This design comes from an exercise in tuning for small area, a short achievable clock period and few clock cycles per item on the open sky130 flow, not from production work. Function was not checked in any run shown here: the RTL went through the layout flow alone. No activity file was given, so power comes from the tool's default toggle rates.

## flow/design.v (module list and top-level ports; edited modules follow where they fit)
// module csa_fa: 9 lines
// module csa_ha: 8 lines
// module binary_neuron: 1001 lines
module binary_neuron (
    input  logic                    clk,
    input  logic                    reset,
    input  logic                    in_valid,
    output logic                    in_ready,
    input  logic [320:0]            in_req,
    output logic                    out_valid,
    input  logic                    out_ready,
    output logic [9:0]              out_sum
);
  // ...
==> flow/flow/run.sh <==
#!/bin/bash
# The standard layout (standard.sh: ORFS synthesis to final layout), with
# two changes:
#  - the input and output ports are buffered with the smallest buffer,
#    sky130_fd_sc_hd__buf_1, instead of the cell buffer_ports picks by default
#    (clkdlybuf4s50_1); later repair steps may still resize them;
#  - clock tree synthesis adds no dummy loads to the clock tree, and groups
#    the flip-flops into clusters of up to 15 within 75 um for its leaf
#    buffers (instead of searching for a clustering itself).
set -euo pipefail
export BUFFER_PORTS_ARGS="-buffer_cell sky130_fd_sc_hd__buf_1"
export CTS_ARGS="-sink_clustering_enable -repair_clock_nets -buf_list sky130_fd_sc_hd__clkbuf_8 -dont_use_dummy_load -sink_clustering_size 15 -sink_clustering_max_diameter 75"
bash standard.sh > standard_flow.log 2>&1
==> flow/standard.sh <==
#!/bin/bash
# synth_recipe.tcl (not shown) runs the flow's synth.tcl, then flattens the netlist and writes it again
# the make line also repeats each setting of config.mk as NAME=value (left out here)
make -C /OpenROAD-flow-scripts/flow DESIGN_CONFIG=/design/flow/config.mk WORK_HOME=/design/flow/orfs CLKGATE_MAP_FILE= SYNTH_SCRIPT=/design/flow/synth_recipe.tcl "${@:-finish}"
==> flow/config.mk <==
export PLATFORM = sky130hd
export DESIGN_NAME = binary_neuron
export DESIGN_NICKNAME = binary_neuron
export VERILOG_FILES = /design/flow/design.v
export SDC_FILE = /design/flow/constraint.sdc
export NUM_CORES = 4
export LEC_CHECK = 0
export CAP_MARGIN = 20
export CORE_MARGIN = 2
export CORE_UTILIZATION = 40
export CTS_BUF_LIST = sky130_fd_sc_hd__clkbuf_8
export SLEW_MARGIN = 20
export SYNTH_HIERARCHICAL = 1
export SYNTH_MINIMUM_KEEP_SIZE = 0
==> flow/constraint.sdc <==
create_clock -name core_clock -period 6.0 [get_ports {clk}]
set_input_delay 1.2000 -clock core_clock [delete_from_list [all_inputs] [get_ports {clk}]]
set_output_delay 1.2000 -clock core_clock [all_outputs]
set_load 0.01 [all_outputs]
==> metrics.md, run 1 <==
| Metric | Value |
|---|---|
| Clock sink total | 273 |
| Simple-gate share of the synthesized area | 11.8% |
| Initial antenna violation count | 0 |
| Wire length on met2 | 18.7 mm |
| Yosys warnings | 8 |
| FF+latch count, synth | between 200 and 300 |
| Minimum clock period | ~2.8 ns |
| Mapped Cells | 1221 |
| Seq. pwr | ~3.2 mW |
| Clock Power Share | 10.8% |
| Layout Cells excl Fill | 2078 |
| Setup crit start | r3_c476 |
| Combinational power share | about 51% |
| Top post-synthesis cells by count | fa_1, dfxtp_1, nor2_1, xnor2_1, nor3_1 |
| Fin. max-slew vios | 0 |
| Worst min path class | flop to flop |
| DP Cell Count | 2056 |
| Post-Route Setup TNS | 0 ns |
| Crit path kind | flop to flop |
| Crit. End Element | flop |
| GRT overflow | 0 |
| Syn_nets | around 1800 |
| Crit path capture | out_sum[9] |
| GRT Util Overall | 18.4% |
| Met3 WL | 1.41 mm |
| Bufs w/o clock | 336 |
| Max Cap Viol | 0 |
| DIE AREA | approximately 39000 µm² |
| Register area share after synthesis | between 30% and 40% |
| Status | complete, no violations |
| Vias | 9442 |
| Fraction of area in multi-input gates | around 52% |
| Most common cell after layout, fill and taps aside | buf_1 |
| Max Clock Skew | between 0.08 and 0.09 ns |
| First-pass GRT wire length | 54.9 mm |
| Via density | 4.54 |
| Post-synthesis compound-gate area fraction | 2.35% |
| Register with the most flip-flops | q_data |
| Top Registers | q_data (40), out_sum (10), pending (5) |
| Layout cell share with drive strength beyond 1 | 1.98% |
| R2R Path End | out_sum[9] |
| Measured slew at the worst slew-check pin | 0.948 ns |
==> run 2: changes to the inputs <==
--- a/flow/design.v
+++ b/flow/design.v
@@ -214,18 +214,18 @@
     wire p2_61 = in_req[75] ^ (~in_req[3] & (in_req[73] | in_req[74]));
     wire q3_61 = ~(in_req[76] ^ (~in_req[3] & (in_req[73] | in_req[74] | in_req[75])));
     wire p1_62 = in_req[70] ^ (~in_req[2] & in_req[69]);
     wire p2_62 = in_req[71] ^ (~in_req[2] & (in_req[69] | in_req[70]));
     wire q3_62 = ~(in_req[72] ^ (~in_req[2] & (in_req[69] | in_req[70] | in_req[71])));
     wire p1_63 = in_req[66] ^ (~in_req[1] & in_req[65]);
     wire p2_63 = in_req[67] ^ (~in_req[1] & (in_req[65] | in_req[66]));
     wire q3_63 = ~(in_req[68] ^ (~in_req[1] & (in_req[65] | in_req[66] | in_req[67])));
-    logic r1_s39, r1_s41, r1_s43, r1_s45, r1_s47, r1_s49, r1_s51, r1_s53, r1_s55, r1_s83, r1_s85, r1_s87, r1_s101, r1_s103, r1_s105, r1_s107, r1_c44, r1_c46, r1_c48, r1_c50, r1_c52, r1_c54, r1_c56, r1_s109, r1_s111, r1_s113, r1_s115, r1_s117, r1_s119, r1_s121, r1_s123, r1_s125, r1_s127, r1_s131, r1_s133, r1_c110, r1_c112, r1_c114, r1_c116, r1_c118, r1_c120, r1_c122, r1_s161, r1_s163, r1_s165, r1_s167, r1_s169, r1_s171, r1_s173, r1_s175, r1_s177, r1_s179, r1_s181, r1_s183, r1_s185, r1_s187, r1_s189, r1_s191, r1_s193, r1_s195, r1_s197, r1_s199, r1_s201, r1_c124, r1_c126, r1_c128, r1_c132, r1_c134, r1_s203, r1_s205, r1_s207, r1_s209, r1_s211, r1_s213, r1_s215, r1_s217, r1_c200, r1_c202, r1_s273, r1_s275, r1_s277, r1_s279, r1_s281, r1_s283, r1_s285, r1_s287, r1_s289, r1_s291, r1_s293, r1_s295, r1_s297, r1_s299, r1_s301, r1_s303, r1_s305, r1_s307, r1_s309, r1_s311, r1_s313, r1_c204, r1_c206, r1_c208, r1_c210, r1_c212, r1_c214, r1_c216, r1_c218, r1_s315, r1_s317, r1_s319, r1_s321, r1_s323, r1_s325, r1_s327, r1_c308, r1_c310, r1_c312, r1_c314, r1_c316, r1_c318, r1_c320, r1_c322, r1_c324, r1_c326, r1_c328, r1_s393, r1_s395, r1_s397, r1_s399, r1_s401, r1_s403, r1_c394, r1_c396, r1_c398, r1_c400, r1_c402, r1_c404;
-    logic r2_c160, r2_s261, r2_s263, r2_s265, r2_s267, r2_c264, r2_s371, r2_c266, r2_s373, r2_s375, r2_s377, r2_s379, r2_c268, r2_s381, r2_s425, r2_c372, r2_c374, r2_c376, r2_c378, r2_s427, r2_s429, r2_c380, r2_s431, r2_s433, r2_s435, r2_c382, r2_c432, r2_c434, r2_s461, r2_s463, r2_c436, r2_s465, r2_s467, r2_c462, r2_c464, r2_c466, r2_s485, r2_c468, r2_s497, r2_c498, r2_s63, r2_s157, r2_s159;
+    logic r1_s39, r1_s41, r1_s43, r1_s45, r1_s47, r1_s49, r1_s51, r1_s53, r1_s55, r1_s65, r1_s67, r1_s69, r1_s71, r1_s73, r1_s75, r1_s77, r1_s79, r1_s81, r1_s83, r1_s85, r1_s87, r1_s89, r1_s91, r1_s93, r1_s95, r1_s97, r1_s99, r1_s101, r1_s103, r1_s105, r1_s107, r1_c44, r1_c46, r1_c48, r1_c50, r1_c52, r1_c54, r1_c56, r1_s109, r1_s111, r1_s113, r1_s115, r1_s117, r1_s119, r1_s121, r1_c110, r1_c112, r1_c114, r1_c116, r1_c118, r1_c120, r1_c122, r1_s161, r1_s163, r1_s165, r1_s167, r1_s169, r1_s171, r1_s173, r1_s175, r1_s177, r1_s179, r1_s181, r1_s183, r1_s185, r1_s187, r1_s189, r1_s191, r1_s193, r1_s195, r1_s197, r1_s199, r1_s201, r1_s203, r1_s205, r1_s207, r1_s209, r1_s211, r1_s213, r1_s215, r1_s217, r1_c200, r1_c202, r1_s273, r1_s275, r1_s277, r1_s279, r1_s281, r1_s283, r1_s285, r1_s287, r1_s289, r1_s291, r1_s293, r1_s295, r1_s297, r1_s299, r1_s301, r1_s303, r1_s305, r1_s307, r1_s309, r1_s311, r1_s313, r1_c204, r1_c206, r1_c208, r1_c210, r1_c212, r1_c214, r1_c216, r1_c218, r1_s315, r1_s317, r1_s319, r1_s321, r1_s323, r1_s325, r1_s327, r1_c274, r1_c276, r1_c278, r1_c280, r1_c282, r1_c284, r1_c286, r1_c288, r1_c290, r1_c292, r1_c294, r1_c296, r1_c298, r1_c300, r1_c302, r1_c304, r1_c306, r1_c308, r1_c310, r1_c312, r1_c314, r1_c316, r1_c318, r1_c320, r1_c322, r1_c324, r1_c326, r1_c328;
+    logic r2_s257, r2_s259, r2_c158, r2_c160, r2_s261, r2_s263, r2_s265, r2_c262, r2_c264, r2_s373, r2_c266, r2_s375, r2_s377, r2_s379, r2_s381, r2_s427, r2_c376, r2_s429, r2_c378, r2_c380, r2_s431, r2_s433, r2_c382, r2_s435, r2_s437, r2_c432, r2_s461, r2_c434, r2_s463, r2_c436, r2_c438, r2_s465, r2_s467, r2_s483, r2_c464, r2_c466, r2_c468, r2_s485, r2_c484, r2_c486, r2_s63, r2_s157, r2_s159;
     logic r3_s447, r3_c392, r3_s449, r3_s473, r3_s475, r3_c450, r3_s477, r3_c476, r3_s489, r3_c478, r3_s491, r3_c492, r3_s499, r3_c498, r3_c500, r3_s63, r3_s157, r3_s271, r3_s391, r3_s159;
     wire s1 = ~(in_req[317] ^ in_req[313]);
     wire c2 = in_req[317] | in_req[313];
     wire s3, c4;
     csa_fa u_s3 (.a(in_req[309]), .b(in_req[305]), .c(in_req[301]), .s(s3), .co(c4));
     wire s5, c6;
     csa_fa u_s5 (.a(in_req[297]), .b(in_req[293]), .c(in_req[289]), .s(s5), .co(c6));
     wire s7, c8;
@@ -340,45 +340,45 @@
     csa_fa u_s115 (.a(c20), .b(c22), .c(c24), .s(s115), .co(c116));
     wire s117, c118;
     csa_fa u_s117 (.a(c26), .b(c28), .c(c30), .s(s117), .co(c118));
     wire s119, c120;
     csa_fa u_s119 (.a(c32), .b(c34), .c(c36), .s(s119), .co(c120));
     wire s121, c122;
     csa_fa u_s121 (.a(c38), .b(c40), .c(c42), .s(s121), .co(c122));
     wire s123, c124;
-    csa_fa u_s123 (.a(s65), .b(s67), .c(s69), .s(s123), .co(c124));
+    csa_fa u_s123 (.a(r1_s65), .b(r1_s67), .c(r1_s69), .s(s123), .co(c124));
     wire s125, c126;
-    csa_fa u_s125 (.a(s71), .b(s73), .c(s75), .s(s125), .co(c126));
+    csa_fa u_s125 (.a(r1_s71), .b(r1_s73), .c(r1_s75), .s(s125), .co(c126));
     wire s127, c128;
-    csa_fa u_s127 (.a(s77), .b(s79), .c(s81), .s(s127), .co(c128));
+    csa_fa u_s127 (.a(r1_s77), .b(r1_s79), .c(r1_s81), .s(s127), .co(c128));
     wire s129, c130;
     csa_fa u_s129 (.a(r1_s83), .b(r1_s85), .c(r1_s87), .s(s129), .co(c130));
     wire s131, c132;
-    csa_fa u_s131 (.a(s89), .b(s91), .c(s93), .s(s131), .co(c132));
+    csa_fa u_s131 (.a(r1_s89), .b(r1_s91), .c(r1_s93), .s(s131), .co(c132));
     wire s133, c134;
-    csa_fa u_s133 (.a(s95), .b(s97), .c(s99), .s(s133), .co(c134));
+    csa_fa u_s133 (.a(r1_s95), .b(r1_s97), .c(r1_s99), .s(s133), .co(c134));
     wire s135, c136;
     csa_fa u_s135 (.a(r1_s101), .b(r1_s103), .c(r1_s105), .s(s135), .co(c136));
     wire s137, c138;
     csa_fa u_s137 (.a(r1_s107), .b(r1_c44), .c(r1_c46), .s(s137), .co(c138));
     wire s139, c140;
     csa_fa u_s139 (.a(r1_c48), .b(r1_c50), .c(r1_c52), .s(s139), .co(c140));
     wire s141, c142;
     csa_fa u_s141 (.a(r1_c54), .b(r1_c56), .c(r1_s109), .s(s141), .co(c142));
     wire s143, c144;
     csa_fa u_s143 (.a(r1_s111), .b(r1_s113), .c(r1_s115), .s(s143), .co(c144));
     wire s145, c146;
     csa_fa u_s145 (.a(r1_s117), .b(r1_s119), .c(r1_s121), .s(s145), .co(c146));
     wire s147, c148;
-    csa_fa u_s147 (.a(r1_s123), .b(r1_s125), .c(r1_s127), .s(s147), .co(c148));
+    csa_fa u_s147 (.a(c58), .b(c60), .c(c62), .s(s147), .co(c148));
     wire s149, c150;
-    csa_fa u_s149 (.a(r1_s131), .b(r1_s133), .c(c58), .s(s149), .co(c150));
+    csa_fa u_s149 (.a(s123), .b(s125), .c(s127), .s(s149), .co(c150));
     wire s151, c152;
-    csa_fa u_s151 (.a(c60), .b(c62), .c(s129), .s(s151), .co(c152));
+    csa_fa u_s151 (.a(s129), .b(s131), .c(s133), .s(s151), .co(c152));
     wire s153, c154;
     csa_fa u_s153 (.a(s135), .b(s137), .c(s139), .s(s153), .co(c154));
     wire s155, c156;
     csa_fa u_s155 (.a(s141), .b(s143), .c(s145), .s(s155), .co(c156));
     wire s157, c158;
     csa_fa u_s157 (.a(s147), .b(c64), .c(s149), .s(s157), .co(c158));
     wire s159, c160;
     csa_fa u_s159 (.a(s151), .b(s153), .c(s155), .s(s159), .co(c160));
@@ -454,51 +454,51 @@
     csa_fa u_s229 (.a(r1_s177), .b(r1_s179), .c(r1_s181), .s(s229), .co(c230));
     wire s231, c232;
     csa_fa u_s231 (.a(r1_s183), .b(r1_s185), .c(r1_s187), .s(s231), .co(c232));
     wire s233, c234;
     csa_fa u_s233 (.a(r1_s189), .b(r1_s191), .c(r1_s193), .s(s233), .co(c234));
     wire s235, c236;
     csa_fa u_s235 (.a(r1_s195), .b(r1_s197), .c(r1_s199), .s(s235), .co(c236));
     wire s237, c238;
-    csa_fa u_s237 (.a(r1_s201), .b(r1_c124), .c(r1_c126), .s(s237), .co(c238));
+    csa_fa u_s237 (.a(r1_s201), .b(r1_s203), .c(r1_s205), .s(s237), .co(c238));
     wire s239, c240;
-    csa_fa u_s239 (.a(r1_c128), .b(r1_c132), .c(r1_c134), .s(s239), .co(c240));
+    csa_fa u_s239 (.a(r1_s207), .b(r1_s209), .c(r1_s211), .s(s239), .co(c240));
     wire s241, c242;
-    csa_fa u_s241 (.a(r1_s203), .b(r1_s205), .c(r1_s207), .s(s241), .co(c242));
+    csa_fa u_s241 (.a(r1_s213), .b(r1_s215), .c(r1_s217), .s(s241), .co(c242));
     wire s243, c244;
-    csa_fa u_s243 (.a(r1_s209), .b(r1_s211), .c(r1_s213), .s(s243), .co(c244));
+    csa_fa u_s243 (.a(c124), .b(c126), .c(c128), .s(s243), .co(c244));
     wire s245, c246;
-    csa_fa u_s245 (.a(r1_s215), .b(r1_s217), .c(c130), .s(s245), .co(c246));
+    csa_fa u_s245 (.a(c130), .b(c132), .c(c134), .s(s245), .co(c246));
     wire s247, c248;
     csa_fa u_s247 (.a(c136), .b(c138), .c(c140), .s(s247), .co(c248));
     wire s249, c250;
     csa_fa u_s249 (.a(c142), .b(c144), .c(c146), .s(s249), .co(c250));
     wire s251, c252;
-    csa_fa u_s251 (.a(c148), .b(s219), .c(s221), .s(s251), .co(c252));
+    csa_fa u_s251 (.a(s219), .b(s221), .c(s223), .s(s251), .co(c252));
     wire s253, c254;
-    csa_fa u_s253 (.a(s223), .b(s225), .c(s227), .s(s253), .co(c254));
+    csa_fa u_s253 (.a(s225), .b(s227), .c(s229), .s(s253), .co(c254));
     wire s255, c256;
-    csa_fa u_s255 (.a(s229), .b(s231), .c(s233), .s(s255), .co(c256));
+    csa_fa u_s255 (.a(s231), .b(s233), .c(s235), .s(s255), .co(c256));
     wire s257, c258;
-    csa_fa u_s257 (.a(s235), .b(s237), .c(s239), .s(s257), .co(c258));
+    csa_fa u_s257 (.a(s237), .b(s239), .c(s241), .s(s257), .co(c258));
     wire s259, c260;
-    csa_fa u_s259 (.a(s241), .b(s243), .c(c150), .s(s259), .co(c260));
+    csa_fa u_s259 (.a(c148), .b(s243), .c(s245), .s(s259), .co(c260));
     wire s261, c262;
-    csa_fa u_s261 (.a(c152), .b(c154), .c(c156), .s(s261), .co(c262));
+    csa_fa u_s261 (.a(s247), .b(s249), .c(c150), .s(s261), .co(c262));
     wire s263, c264;
-    csa_fa u_s263 (.a(s245), .b(s247), .c(s249), .s(s263), .co(c264));
+    csa_fa u_s263 (.a(c152), .b(c154), .c(c156), .s(s263), .co(c264));
     wire s265, c266;
     csa_fa u_s265 (.a(s251), .b(s253), .c(s255), .s(s265), .co(c266));
     wire s267, c268;
-    csa_fa u_s267 (.a(s257), .b(c158), .c(s259), .s(s267), .co(c268));
+    csa_fa u_s267 (.a(r2_s257), .b(r2_s259), .c(r2_c158), .s(s267), .co(c268));
     wire s269, c270;
     csa_fa u_s269 (.a(r2_c160), .b(r2_s261), .c(r2_s263), .s(s269), .co(c270));
     wire s271, c272;
-    csa_fa u_s271 (.a(r2_s265), .b(r2_s267), .c(s269), .s(s271), .co(c272));
+    csa_fa u_s271 (.a(r2_s265), .b(s267), .c(s269), .s(s271), .co(c272));
     wire s273 = ~(q3_0 ^ q3_1);
     wire c274 = q3_0 | q3_1;
     wire s275, c276;
     csa_fa u_s275 (.a(q3_2), .b(q3_3), .c(q3_4), .s(s275), .co(c276));
     wire s277, c278;
     csa_fa u_s277 (.a(q3_5), .b(q3_6), .c(q3_7), .s(s277), .co(c278));
     wire s279, c280;
     csa_fa u_s279 (.a(q3_8), .b(q3_9), .c(q3_10), .s(s279), .co(c280));
@@ -578,155 +578,155 @@
     csa_fa u_s353 (.a(r1_s325), .b(r1_s327), .c(c220), .s(s353), .co(c354));
     wire s355, c356;
     csa_fa u_s355 (.a(c222), .b(c224), .c(c226), .s(s355), .co(c356));
     wire s357, c358;
     csa_fa u_s357 (.a(c228), .b(c230), .c(c232), .s(s357), .co(c358));
     wire s359, c360;
     csa_fa u_s359 (.a(c234), .b(c236), .c(c238), .s(s359), .co(c360));
     wire s361, c362;
-    csa_fa u_s361 (.a(c240), .b(c242), .c(c244), .s(s361), .co(c362));
+    csa_fa u_s361 (.a(c240), .b(c242), .c(s329), .s(s361), .co(c362));
     wire s363, c364;
-    csa_fa u_s363 (.a(s329), .b(s331), .c(s333), .s(s363), .co(c364));
+    csa_fa u_s363 (.a(s331), .b(s333), .c(s335), .s(s363), .co(c364));
     wire s365, c366;
-    csa_fa u_s365 (.a(s335), .b(s337), .c(s339), .s(s365), .co(c366));
+    csa_fa u_s365 (.a(s337), .b(s339), .c(s341), .s(s365), .co(c366));
     wire s367, c368;
-    csa_fa u_s367 (.a(s341), .b(s343), .c(s345), .s(s367), .co(c368));
+    csa_fa u_s367 (.a(s343), .b(s345), .c(s347), .s(s367), .co(c368));
     wire s369, c370;
-    csa_fa u_s369 (.a(s347), .b(s349), .c(s351), .s(s369), .co(c370));
+    csa_fa u_s369 (.a(s349), .b(s351), .c(c244), .s(s369), .co(c370));
     wire s371, c372;
     csa_fa u_s371 (.a(c246), .b(c248), .c(c250), .s(s371), .co(c372));
     wire s373, c374;
-    csa_fa u_s373 (.a(c252), .b(c254), .c(c256), .s(s373), .co(c374));
+    csa_fa u_s373 (.a(s353), .b(s355), .c(s357), .s(s373), .co(c374));
     wire s375, c376;
-    csa_fa u_s375 (.a(c258), .b(s353), .c(s355), .s(s375), .co(c376));
+    csa_fa u_s375 (.a(s359), .b(c252), .c(c254), .s(s375), .co(c376));
     wire s377, c378;
-    csa_fa u_s377 (.a(s357), .b(s359), .c(s361), .s(s377), .co(c378));
+    csa_fa u_s377 (.a(c256), .b(c258), .c(s361), .s(s377), .co(c378));
     wire s379, c380;
     csa_fa u_s379 (.a(s363), .b(s365), .c(s367), .s(s379), .co(c380));
     wire s381, c382;
-    csa_fa u_s381 (.a(s369), .b(c260), .c(c262), .s(s381), .co(c382));
+    csa_fa u_s381 (.a(c260), .b(s369), .c(s371), .s(s381), .co(c382));
     wire s383, c384;
-    csa_fa u_s383 (.a(r2_c264), .b(r2_s371), .c(r2_c266), .s(s383), .co(c384));
+    csa_fa u_s383 (.a(r2_c262), .b(r2_c264), .c(r2_s373), .s(s383), .co(c384));
     wire s385, c386;
-    csa_fa u_s385 (.a(r2_s373), .b(r2_s375), .c(r2_s377), .s(s385), .co(c386));
+    csa_fa u_s385 (.a(r2_c266), .b(r2_s375), .c(r2_s377), .s(s385), .co(c386));
     wire s387, c388;
-    csa_fa u_s387 (.a(r2_s379), .b(r2_c268), .c(r2_s381), .s(s387), .co(c388));
+    csa_fa u_s387 (.a(r2_s379), .b(r2_s381), .c(c268), .s(s387), .co(c388));
     wire s389, c390;
     csa_fa u_s389 (.a(c270), .b(s383), .c(s385), .s(s389), .co(c390));
     wire s391, c392;
-    csa_fa u_s391 (.a(s387), .b(c272), .c(s389), .s(s391), .co(c392));
-    wire s393 = ~(c274 ^ c276);
-    wire c394 = c274 | c276;
+    csa_fa u_s391 (.a(c272), .b(s387), .c(s389), .s(s391), .co(c392));
+    wire s393 = ~(r1_c274 ^ r1_c276);
+    wire c394 = r1_c274 | r1_c276;
     wire s395, c396;
-    csa_fa u_s395 (.a(c278), .b(c280), .c(c282), .s(s395), .co(c396));
+    csa_fa u_s395 (.a(r1_c278), .b(r1_c280), .c(r1_c282), .s(s395), .co(c396));
     wire s397, c398;
-    csa_fa u_s397 (.a(c284), .b(c286), .c(c288), .s(s397), .co(c398));
+    csa_fa u_s397 (.a(r1_c284), .b(r1_c286), .c(r1_c288), .s(s397), .co(c398));
     wire s399, c400;
-    csa_fa u_s399 (.a(c290), .b(c292), .c(c294), .s(s399), .co(c400));
+    csa_fa u_s399 (.a(r1_c290), .b(r1_c292), .c(r1_c294), .s(s399), .co(c400));
     wire s401, c402;
-    csa_fa u_s401 (.a(c296), .b(c298), .c(c300), .s(s401), .co(c402));
+    csa_fa u_s401 (.a(r1_c296), .b(r1_c298), .c(r1_c300), .s(s401), .co(c402));
     wire s403, c404;
-    csa_fa u_s403 (.a(c302), .b(c304), .c(c306), .s(s403), .co(c404));
+    csa_fa u_s403 (.a(r1_c302), .b(r1_c304), .c(r1_c306), .s(s403), .co(c404));
     wire s405, c406;
     csa_fa u_s405 (.a(r1_c308), .b(r1_c310), .c(r1_c312), .s(s405), .co(c406));
     wire s407, c408;
     csa_fa u_s407 (.a(r1_c314), .b(r1_c316), .c(r1_c318), .s(s407), .co(c408));
     wire s409, c410;
     csa_fa u_s409 (.a(r1_c320), .b(r1_c322), .c(r1_c324), .s(s409), .co(c410));
     wire s411, c412;
-    csa_fa u_s411 (.a(r1_c326), .b(r1_c328), .c(r1_s393), .s(s411), .co(c412));
+    csa_fa u_s411 (.a(r1_c326), .b(r1_c328), .c(c330), .s(s411), .co(c412));
     wire s413, c414;
-    csa_fa u_s413 (.a(r1_s395), .b(r1_s397), .c(r1_s399), .s(s413), .co(c414));
+    csa_fa u_s413 (.a(c332), .b(c334), .c(c336), .s(s413), .co(c414));
     wire s415, c416;
-    csa_fa u_s415 (.a(r1_s401), .b(r1_s403), .c(c330), .s(s415), .co(c416));
+    csa_fa u_s415 (.a(c338), .b(c340), .c(c342), .s(s415), .co(c416));
     wire s417, c418;
-    csa_fa u_s417 (.a(c332), .b(c334), .c(c336), .s(s417), .co(c418));
+    csa_fa u_s417 (.a(c344), .b(c346), .c(c348), .s(s417), .co(c418));
     wire s419, c420;
-    csa_fa u_s419 (.a(c338), .b(c340), .c(c342), .s(s419), .co(c420));
+    csa_fa u_s419 (.a(c350), .b(c352), .c(s393), .s(s419), .co(c420));
     wire s421, c422;
-    csa_fa u_s421 (.a(c344), .b(c346), .c(c348), .s(s421), .co(c422));
+    csa_fa u_s421 (.a(s395), .b(s397), .c(s399), .s(s421), .co(c422));
     wire s423, c424;
-    csa_fa u_s423 (.a(c350), .b(c352), .c(s405), .s(s423), .co(c424));
+    csa_fa u_s423 (.a(s401), .b(s403), .c(s405), .s(s423), .co(c424));
     wire s425, c426;
-    csa_fa u_s425 (.a(s407), .b(s409), .c(s411), .s(s425), .co(c426));
+    csa_fa u_s425 (.a(s407), .b(s409), .c(c354), .s(s425), .co(c426));
     wire s427, c428;
-    csa_fa u_s427 (.a(s413), .b(c354), .c(c356), .s(s427), .co(c428));
+    csa_fa u_s427 (.a(c356), .b(c358), .c(c360), .s(s427), .co(c428));
     wire s429, c430;
-    csa_fa u_s429 (.a(c358), .b(c360), .c(c362), .s(s429), .co(c430));
+    csa_fa u_s429 (.a(s411), .b(s413), .c(s415), .s(s429), .co(c430));
     wire s431, c432;
-    csa_fa u_s431 (.a(c364), .b(c366), .c(c368), .s(s431), .co(c432));
+    csa_fa u_s431 (.a(s417), .b(c362), .c(c364), .s(s431), .co(c432));
     wire s433, c434;
-    csa_fa u_s433 (.a(c370), .b(s415), .c(s417), .s(s433), .co(c434));
+    csa_fa u_s433 (.a(c366), .b(c368), .c(s419), .s(s433), .co(c434));
     wire s435, c436;
-    csa_fa u_s435 (.a(s419), .b(s421), .c(s423), .s(s435), .co(c436));
+    csa_fa u_s435 (.a(s421), .b(s423), .c(c370), .s(s435), .co(c436));
     wire s437, c438;
-    csa_fa u_s437 (.a(r2_s425), .b(r2_c372), .c(r2_c374), .s(s437), .co(c438));
+    csa_fa u_s437 (.a(c372), .b(c374), .c(s425), .s(s437), .co(c438));
     wire s439, c440;
-    csa_fa u_s439 (.a(r2_c376), .b(r2_c378), .c(r2_s427), .s(s439), .co(c440));
+    csa_fa u_s439 (.a(r2_s427), .b(r2_c376), .c(r2_s429), .s(s439), .co(c440));
     wire s441, c442;
-    csa_fa u_s441 (.a(r2_s429), .b(r2_c380), .c(r2_s431), .s(s441), .co(c442));
+    csa_fa u_s441 (.a(r2_c378), .b(r2_c380), .c(r2_s431), .s(s441), .co(c442));
     wire s443, c444;
-    csa_fa u_s443 (.a(r2_s433), .b(r2_s435), .c(r2_c382), .s(s443), .co(c444));
+    csa_fa u_s443 (.a(r2_s433), .b(r2_c382), .c(r2_s435), .s(s443), .co(c444));
     wire s445, c446;
-    csa_fa u_s445 (.a(c384), .b(c386), .c(c388), .s(s445), .co(c446));
+    csa_fa u_s445 (.a(r2_s437), .b(c384), .c(c386), .s(s445), .co(c446));
     wire s447, c448;
-    csa_fa u_s447 (.a(s437), .b(s439), .c(s441), .s(s447), .co(c448));
+    csa_fa u_s447 (.a(s439), .b(s441), .c(s443), .s(s447), .co(c448));
     wire s449, c450;
-    csa_fa u_s449 (.a(s443), .b(c390), .c(s445), .s(s449), .co(c450));
+    csa_fa u_s449 (.a(c388), .b(c390), .c(s445), .s(s449), .co(c450));
     wire s451, c452;
     csa_fa u_s451 (.a(r3_s447), .b(r3_c392), .c(r3_s449), .s(s451), .co(c452));
-    wire s453 = ~(r1_c394 ^ r1_c396);
-    wire c454 = r1_c394 | r1_c396;
+    wire s453 = ~(c394 ^ c396);
+    wire c454 = c394 | c396;
     wire s455, c456;
-    csa_fa u_s455 (.a(r1_c398), .b(r1_c400), .c(r1_c402), .s(s455), .co(c456));
+    csa_fa u_s455 (.a(c398), .b(c400), .c(c402), .s(s455), .co(c456));
     wire s457, c458;
-    csa_fa u_s457 (.a(r1_c404), .b(c406), .c(c408), .s(s457), .co(c458));
+    csa_fa u_s457 (.a(c404), .b(c406), .c(c408), .s(s457), .co(c458));
     wire s459, c460;
     csa_fa u_s459 (.a(c410), .b(c412), .c(c414), .s(s459), .co(c460));
     wire s461, c462;
-    csa_fa u_s461 (.a(s453), .b(s455), .c(c416), .s(s461), .co(c462));
+    csa_fa u_s461 (.a(c416), .b(c418), .c(s453), .s(s461), .co(c462));
     wire s463, c464;
-    csa_fa u_s463 (.a(c418), .b(c420), .c(c422), .s(s463), .co(c464));
+    csa_fa u_s463 (.a(s455), .b(s457), .c(c420), .s(s463), .co(c464));
     wire s465, c466;
-    csa_fa u_s465 (.a(c424), .b(c426), .c(s457), .s(s465), .co(c466));
+    csa_fa u_s465 (.a(c422), .b(c424), .c(c426), .s(s465), .co(c466));
     wire s467, c468;
-    csa_fa u_s467 (.a(s459), .b(c428), .c(c430), .s(s467), .co(c468));
+    csa_fa u_s467 (.a(c428), .b(c430), .c(s459), .s(s467), .co(c468));
     wire s469, c470;
-    csa_fa u_s469 (.a(r2_c432), .b(r2_c434), .c(r2_s461), .s(s469), .co(c470));
+    csa_fa u_s469 (.a(r2_c432), .b(r2_s461), .c(r2_c434), .s(s469), .co(c470));
     wire s471, c472;
-    csa_fa u_s471 (.a(r2_s463), .b(r2_c436), .c(r2_s465), .s(s471), .co(c472));
+    csa_fa u_s471 (.a(r2_s463), .b(r2_c436), .c(r2_c438), .s(s471), .co(c472));
     wire s473, c474;
-    csa_fa u_s473 (.a(r2_s467), .b(c438), .c(c440), .s(s473), .co(c474));
+    csa_fa u_s473 (.a(r2_s465), .b(r2_s467), .c(c440), .s(s473), .co(c474));
     wire s475, c476;
     csa_fa u_s475 (.a(c442), .b(c444), .c(s469), .s(s475), .co(c476));
     wire s477, c478;
     csa_fa u_s477 (.a(s471), .b(c446), .c(c448), .s(s477), .co(c478));
     wire s479, c480;
     csa_fa u_s479 (.a(r3_s473), .b(r3_s475), .c(r3_c450), .s(s479), .co(c480));
     wire s481, c482;
     csa_fa u_s481 (.a(r3_s477), .b(c452), .c(s479), .s(s481), .co(c482));
     wire s483 = ~(c454 ^ c456);
     wire c484 = c454 | c456;
     wire s485, c486;
-    csa_fa u_s485 (.a(c458), .b(c460), .c(s483), .s(s485), .co(c486));
+    csa_fa u_s485 (.a(c458), .b(c460), .c(c462), .s(s485), .co(c486));
     wire s487, c488;
-    csa_fa u_s487 (.a(r2_c462), .b(r2_c464), .c(r2_c466), .s(s487), .co(c488));
+    csa_fa u_s487 (.a(r2_s483), .b(r2_c464), .c(r2_c466), .s(s487), .co(c488));
     wire s489, c490;
-    csa_fa u_s489 (.a(r2_s485), .b(r2_c468), .c(c470), .s(s489), .co(c490));
+    csa_fa u_s489 (.a(r2_c468), .b(r2_s485), .c(c470), .s(s489), .co(c490));
     wire s491, c492;
     csa_fa u_s491 (.a(c472), .b(s487), .c(c474), .s(s491), .co(c492));
     wire s493, c494;
     csa_fa u_s493 (.a(r3_c476), .b(r3_s489), .c(r3_c478), .s(s493), .co(c494));
     wire s495, c496;
     csa_fa u_s495 (.a(r3_s491), .b(c480), .c(s493), .s(s495), .co(c496));
-    wire s497 = ~(c484 ^ c486);
-    wire c498 = c484 | c486;
+    wire s497 = ~(r2_c484 ^ r2_c486);
+    wire c498 = r2_c484 | r2_c486;
     wire s499, c500;
-    csa_fa u_s499 (.a(r2_s497), .b(c488), .c(c490), .s(s499), .co(c500));
+    csa_fa u_s499 (.a(c488), .b(s497), .c(c490), .s(s499), .co(c500));
     wire s501, c502;
     csa_fa u_s501 (.a(r3_c492), .b(r3_s499), .c(c494), .s(s501), .co(c502));
     wire s503 = ~(r3_c498 ^ r3_c500);
     wire c504 = r3_c498 | r3_c500;
     wire [9:0] row_a = {c504, s503, c496, c482, s481, s451, r3_s391, r3_s271, r3_s157, r3_s63};
     wire [9:0] row_b = {1'b0, c502, s501, s495, 1'b0, 1'b0, 1'b0, 1'b0, r3_s159, 1'b0};
     wire [9:0] total = row_a + row_b;
     logic         accept, pop;
@@ -762,19 +762,34 @@
         r1_s41 <= s41;
         r1_s43 <= s43;
         r1_s45 <= s45;
         r1_s47 <= s47;
         r1_s49 <= s49;
         r1_s51 <= s51;
         r1_s53 <= s53;
         r1_s55 <= s55;
+        r1_s65 <= s65;
+        r1_s67 <= s67;
+        r1_s69 <= s69;
+        r1_s71 <= s71;
+        r1_s73 <= s73;
+        r1_s75 <= s75;
+        r1_s77 <= s77;
+        r1_s79 <= s79;
+        r1_s81 <= s81;
         r1_s83 <= s83;
         r1_s85 <= s85;
         r1_s87 <= s87;
+        r1_s89 <= s89;
+        r1_s91 <= s91;
+        r1_s93 <= s93;
+        r1_s95 <= s95;
+        r1_s97 <= s97;
+        r1_s99 <= s99;
         r1_s101 <= s101;
         r1_s103 <= s103;
         r1_s105 <= s105;
         r1_s107 <= s107;
         r1_c44 <= c44;
         r1_c46 <= c46;
         r1_c48 <= c48;
         r1_c50 <= c50;
@@ -783,21 +798,16 @@
         r1_c56 <= c56;
         r1_s109 <= s109;
         r1_s111 <= s111;
         r1_s113 <= s113;
         r1_s115 <= s115;
         r1_s117 <= s117;
         r1_s119 <= s119;
         r1_s121 <= s121;
-        r1_s123 <= s123;
-        r1_s125 <= s125;
-        r1_s127 <= s127;
-        r1_s131 <= s131;
-        r1_s133 <= s133;
         r1_c110 <= c110;
         r1_c112 <= c112;
         r1_c114 <= c114;
         r1_c116 <= c116;
         r1_c118 <= c118;
         r1_c120 <= c120;
         r1_c122 <= c122;
         r1_s161 <= s161;
@@ -816,21 +826,16 @@
         r1_s187 <= s187;
         r1_s189 <= s189;
         r1_s191 <= s191;
         r1_s193 <= s193;
         r1_s195 <= s195;
         r1_s197 <= s197;
         r1_s199 <= s199;
         r1_s201 <= s201;
-        r1_c124 <= c124;
-        r1_c126 <= c126;
-        r1_c128 <= c128;
-        r1_c132 <= c132;
-        r1_c134 <= c134;
         r1_s203 <= s203;
         r1_s205 <= s205;
         r1_s207 <= s207;
         r1_s209 <= s209;
         r1_s211 <= s211;
         r1_s213 <= s213;
         r1_s215 <= s215;
         r1_s217 <= s217;
@@ -867,81 +872,86 @@
         r1_c218 <= c218;
         r1_s315 <= s315;
         r1_s317 <= s317;
         r1_s319 <= s319;
         r1_s321 <= s321;
         r1_s323 <= s323;
         r1_s325 <= s325;
         r1_s327 <= s327;
+        r1_c274 <= c274;
+        r1_c276 <= c276;
+        r1_c278 <= c278;
+        r1_c280 <= c280;
+        r1_c282 <= c282;
+        r1_c284 <= c284;
+        r1_c286 <= c286;
+        r1_c288 <= c288;
+        r1_c290 <= c290;
+        r1_c292 <= c292;
+        r1_c294 <= c294;
+        r1_c296 <= c296;
+        r1_c298 <= c298;
+        r1_c300 <= c300;
+        r1_c302 <= c302;
+        r1_c304 <= c304;
+        r1_c306 <= c306;
         r1_c308 <= c308;
         r1_c310 <= c310;
         r1_c312 <= c312;
         r1_c314 <= c314;
         r1_c316 <= c316;
         r1_c318 <= c318;
         r1_c320 <= c320;
         r1_c322 <= c322;
         r1_c324 <= c324;
         r1_c326 <= c326;
         r1_c328 <= c328;
-        r1_s393 <= s393;
-        r1_s395 <= s395;
-        r1_s397 <= s397;
-        r1_s399 <= s399;
-        r1_s401 <= s401;
-        r1_s403 <= s403;
-        r1_c394 <= c394;
-        r1_c396 <= c396;
-        r1_c398 <= c398;
-        r1_c400 <= c400;
-        r1_c402 <= c402;
-        r1_c404 <= c404;
     end
     always_ff @(posedge clk) begin
+        r2_s257 <= s257;
+        r2_s259 <= s259;
+        r2_c158 <= c158;
         r2_c160 <= c160;
         r2_s261 <= s261;
         r2_s263 <= s263;
         r2_s265 <= s265;
-        r2_s267 <= s267;
+        r2_c262 <= c262;
         r2_c264 <= c264;
-        r2_s371 <= s371;
-        r2_c266 <= c266;
         r2_s373 <= s373;
+        r2_c266 <= c266;
         r2_s375 <= s375;
         r2_s377 <= s377;
         r2_s379 <= s379;
-        r2_c268 <= c268;
         r2_s381 <= s381;
-        r2_s425 <= s425;
-        r2_c372 <= c372;
-        r2_c374 <= c374;
-        r2_c376 <= c376;
-        r2_c378 <= c378;
         r2_s427 <= s427;
+        r2_c376 <= c376;
         r2_s429 <= s429;
+        r2_c378 <= c378;
         r2_c380 <= c380;
         r2_s431 <= s431;
         r2_s433 <= s433;
-        r2_s435 <= s435;
         r2_c382 <= c382;
+        r2_s435 <= s435;
+        r2_s437 <= s437;
         r2_c432 <= c432;
-        r2_c434 <= c434;
         r2_s461 <= s461;
+        r2_c434 <= c434;
         r2_s463 <= s463;
         r2_c436 <= c436;
+        r2_c438 <= c438;
         r2_s465 <= s465;
         r2_s467 <= s467;
-        r2_c462 <= c462;
+        r2_s483 <= s483;
         r2_c464 <= c464;
         r2_c466 <= c466;
-        r2_s485 <= s485;
         r2_c468 <= c468;
-        r2_s497 <= s497;
-        r2_c498 <= c498;
+        r2_s485 <= s485;
+        r2_c484 <= c484;
+        r2_c486 <= c486;
         r2_s63 <= s63;
         r2_s157 <= s157;
         r2_s159 <= s159;
     end
     always_ff @(posedge clk) begin
         r3_s447 <= s447;
         r3_c392 <= c392;
         r3_s449 <= s449;
@@ -950,17 +960,17 @@
         r3_c450 <= c450;
         r3_s477 <= s477;
         r3_c476 <= c476;
         r3_s489 <= s489;
         r3_c478 <= c478;
         r3_s491 <= s491;
         r3_c492 <= c492;
         r3_s499 <= s499;
-        r3_c498 <= r2_c498;
+        r3_c498 <= c498;
         r3_c500 <= c500;
         r3_s63 <= r2_s63;
         r3_s157 <= r2_s157;
         r3_s271 <= s271;
         r3_s391 <= s391;
         r3_s159 <= r2_s159;
     end
     logic [9:0]      q_data [0:3];
@@ -972,20 +982,23 @@
     logic            q_push, q_pull;
     assign result    = stage_valid[3];
     assign q_empty   = !q_occ[0];
     assign head_load = !out_valid || out_ready;
     assign q_pull    = head_load && !q_empty;
     assign q_push    = result && !(head_load && q_empty);
     logic [3:0]    q_occ_next;
     logic            q_empty_sel;   
-    logic [3:0]    occ_if_load, occ_if_hold;
-    assign occ_if_hold = result ? {q_occ[2:0], 1'b1} : q_occ;
-    assign occ_if_load = (result || q_empty) ? q_occ : {1'b0, q_occ[3:1]};
-    assign q_occ_next  = head_load ? occ_if_load : occ_if_hold;
+    always_comb begin
+        case ({q_push, q_pull})
+            2'b10:   q_occ_next = {q_occ[2:0], 1'b1};
+            2'b01:   q_occ_next = {1'b0, q_occ[3:1]};
+            default: q_occ_next = q_occ;
+        endcase
+    end
     always_ff @(posedge clk) begin
         if (reset) begin
             q_wr        <= 4'd1;
             q_rd        <= 4'd1;
             q_occ       <= '0;
             q_empty_sel <= 1'b1;
         end else begin
             if (q_push) q_wr <= {q_wr[2:0], q_wr[3]};
==> run 2 against run 1 <==
Effect of this change: largest power group unchanged; sequential power is essentially flat; maximum frequency is 3.0% lower; combinational power up 4%; critical path type unchanged; final area increased by 1.0%; still clean on timing, DRC and antenna; highest routed layer unchanged; first-iteration DRC count up 58%; critical path depth is the same; clock skew shrank 0.0085 ns.
==> metrics.md, run 2 <==
| Metric | Value |
|---|---|
| Status | complete, no violations |
| Clock sink total | 283 (+3.7%) |
| Slew HR | approximately two fifths |
| Count leader, synth | fa_1 |
| Crit path kind | flop to flop |
| H-tree levels | 1 |
| Measured slew at the worst slew-check pin | 0.919 ns (-0.0291 ns) |
| Switching power of the nets | about 3.3 mW |
| Min-delay src | r2_s63 |
| Layout Cells excl Fill | 2086 (+0.38%) |
| Syn avg cell area | 12.5 µm² |
| Clock tree buffer depth | 3 |
| Worst skew pair latency | 0.58 ns |
| Startpoint Class | flop |
| Critical Path AT | 3.17 ns |
| IO Count | 337 |
| Final worst-path cycle share | between 40% and 50% |
| Minimum clock period | 2.91 ns (+0.0861 ns) |
| DIE AREA | 39800 µm² (+0.90%) |
| Hold depth | 0 |
| Initial antenna violation count | 0 (unchanged) |
| R2R Path End | out_sum[9] |
| Post-synth EDFFs | 50 |
| Largest net degree at the start of global routing | 22 |
| # hold bufs at CTS | 0 |
| Crit. End Element | flop |
| GRT Util Overall | 18.4% (+0.021 points) |
| Hold Path Sink | r3_s63 |
| Yosys warnings | 8 (unchanged) |
| DP Cell Count | 2063 (+0.34%) |
| Library cells used by synthesis | 32 |
| Antenna diodes | 0 |
| Post_cts resized | 0 |
| Via density | 4.51 (-0.68%) |
| Register with the most flip-flops | q_data |
| Leading register cell type out of synthesis | dfxtp_1 |
| CORE AREA | 37700 µm² |
| Vias | 9414 (-0.30%) |
| First-iteration detailed-routing DRC count | 404 |
| Worst min path class | flop to flop |
| Most frequent cells in the layout | buf_1, fa_1, dfxtp_1, nor2_1, xnor2_1 |
| Leading area contributor after synthesis | fa_1 |
| Part of the power in registers | between 30% and 40% |
| Clock Power Share | 10.9% (about the same) |
| CTS root buf | clkbuf_8 |
| WP data required | 6.27 ns |
| Fin. max-slew vios | 0 (unchanged) |
| Pwr dens | 486 nW/µm² |
| Yosys top cell area share | 31.8% |
| VDD IR max | between 0.3 and 0.4 mV |
| Drt first pass iters | 5 |
| Vias in the first global route | 10000 |
| Max Cap Viol | 0 (unchanged) |
| Wire per inst | 17.1 µm |
| Int Power | slightly above 5 mW |
| Area growth from synthesis to layout | 14.3% |
| Mapped Area | 15300 µm² |
| Die span in x | 199 µm |
| # nets final | ~2200 |
| Switch share | between 30% and 40% |
| Combinational power share | 51.1% (+0.5 points) |
| Reg2Reg Launch Point | r3_c476 |
| Post-synth ARST share | 0% |
| Leak pwr | 6.45 nW |
| Final hold viol count | 0 |
| Routed WL | about 36 mm |
| Fillers | 3529 |
| Max reg flops | 40 |
| Syn_nets | 1812 (+0.39%) |
| Register area share after synthesis | 40.3% (+0.95 points) |
| Post-Route Setup TNS | 0 ns (unchanged) |
| Post-CTS Setup Repair Bufs | 0 |
| Std cell rows | 71 |
| Starting density of the core | between 40% and 50% |
| Register-to-Register Path Depth | 7 |
| Top post-synthesis cells by count | fa_1, dfxtp_1, nor2_1, xnor2_1, xor2_1 |
| Worst-path fanout max | 5 |
| R2r setup slk | 3.09 ns |
| Residual DRC count | 0 |
| Cts bufs inserted | 23 |
| Die H | 199 µm |
| RSZ-0062 raised after global routing | no |
| Final setup fails | 0 |
| TritonCTS clock tree | done |
| Detail Route Antenna Nets | 0 |
| # port buffers | 336 |
| Max Clock Skew | 0.0776 ns (-0.00852 ns) |
| Most common cell after layout, fill and taps aside | buf_1 |
| Layout cell share with drive strength beyond 1 | 1.90% (-0.074 points) |
| FF+latch count, synth | 283 (+3.7%) |
| Top Registers | q_data (40), out_sum (10), pending (5) |
| GRT overflow | 0 (unchanged) |
| First-pass GRT wire length | 54.5 mm (-0.62%) |
| Top post-synthesis cells by area | fa_1, dfxtp_1, edfxtp_1 |
| Dpl hpwl | 31.1 mm |
| Clock transition at path regs | 0.09 ns |
| Mapped Cells | 1226 (+0.41%) |
| GPL Wtd Cong | 0.825 |
| Max Fclk | 344 MHz |
==> run 2: cells by family after synthesis <==
logic type	Yosys count	share of synthesized area [%]
simple gates	379	11.2
flops	283	40.3
fa+ha+maj	261	33.3
xor+xnor	199	11.4
compound gates	56	2.52
buf+inv	47	1.16
mux	1	0.0737
==> run 2: layer usage <==
layer | GRT usage (%) | vias up | part of all wire (%)
li1 | - | 4588 | -
met1 | 23.4 | 4534 | 42
met2 | 33.5 | 243 | 52
met3 | 2.19 | 49 | 4.0
met4 | 4.66 | 0 | 2.4
met5 | 0 | - | 0
==> run 2: area by class of cell <==
| class | count | area [µm²] | share of cell area (%) |
|---|---|---|---|
| timing repair buffer | 336 | 1260 | 7.22 |
| tap | 511 | 639 | 3.66 |
| clock buffer | 23 | 317 | 1.81 |
| multi-input combinational | 896 | 8940 | 51.2 |
| sequential | 283 | 6170 | 35.3 |
| inverter | 37 | 139 | 0.795 |
==> run 2: worst max path at each step <==
stage	endpoint	cells past startpoint	slack [ns]	startpoint
detailed placement	q_empty_sel	7	3.13	out_ready
floorplan	q_empty_sel	7	3.30	out_ready
global placement	q_empty_sel	7	3.14	out_ready
global route	out_sum[9]	7	2.97	r3_c476
CTS	out_sum[9]	7	3.10	r3_c476
finish	out_sum[9]	7	3.09	r3_c476
==> run 2: through the flow <==
stage	util (%)	setup WS, ns	area [µm²]	hold WS (ns)	total power, mW
floorplan	-	3.30	15300	0.310	5.93
global placement	45.5	3.14	17100	0.312	7.53
detailed placement	45.5	3.13	17100	0.312	7.69
CTS	46.4	3.10	17500	0.334	8.61
global route	46.4	2.97	17500	0.344	9.29
finish	46.4	3.09	17500	0.333	8.49
==> run 2: power groups by stage <==
stage | clock [mW] | combinational, mW | sequential (mW)
after floorplan | 0 | 2.74 | 3.20
after global placement | 0 | 4.25 | 3.29
after detailed placement | 0 | 4.40 | 3.29
after CTS | 0.950 | 4.41 | 3.25
after global routing | 1.02 | 4.97 | 3.30
final | 0.922 | 4.34 | 3.23
==> run 2: worst max-delay path, stage by stage, from the launching register on <==
cell and delay, ns:
dfxtp_1 0.32, fa_1 0.55, fa_1 0.41, ha_1 0.35
and4_4 0.19, a221oi_2 0.25, xor2_1 0.18, mux2_1 0.34
==> run 2: modules after synthesis, one instance, submodules excluded <==
| module | cells | copies in the design | flops+latches | area, µm² |
|---|---|---|---|---|
| csa_fa | 1 | 243 | 0 | 20.0 |
| binary_neuron | 983 | 1 | 283 | 10400 |

==> what the ideal ports hide <==
In the flow no input, the clock included, has a driving cell. The finished layouts below were timed again as built, in two steps.
Step 1 assumes that a clkbuf_16 drives the clock port and a buf_2 every other input.
Step 2 adds t to the input delays and takes it off the output delays; t is the mean of the earliest and latest rising clock arrival at the registers after step 1. Input paths then give back, and output paths get back, about the clock's delay inside the block.
a / b / c = no drivers / after step 1 / after step 2; a / b = the first two.
run | t, ns | slack for setup (ns) | hold WS [ns] | worst slew at a driven data input, ns
run 1 | 0.572 | 3.179 / 3.179 / 3.166 | 0.334 / 0.334 / 0.334 | 0.06
run 2 | 0.591 | 3.093 / 3.093 / 3.091 | 0.333 / 0.333 / 0.333 | 0.07
After both steps every run listed still meets setup and hold. For run 1, which loses most, drivers alone change the setup slack by 0.000 ns; drivers and shift together by -0.013 ns.
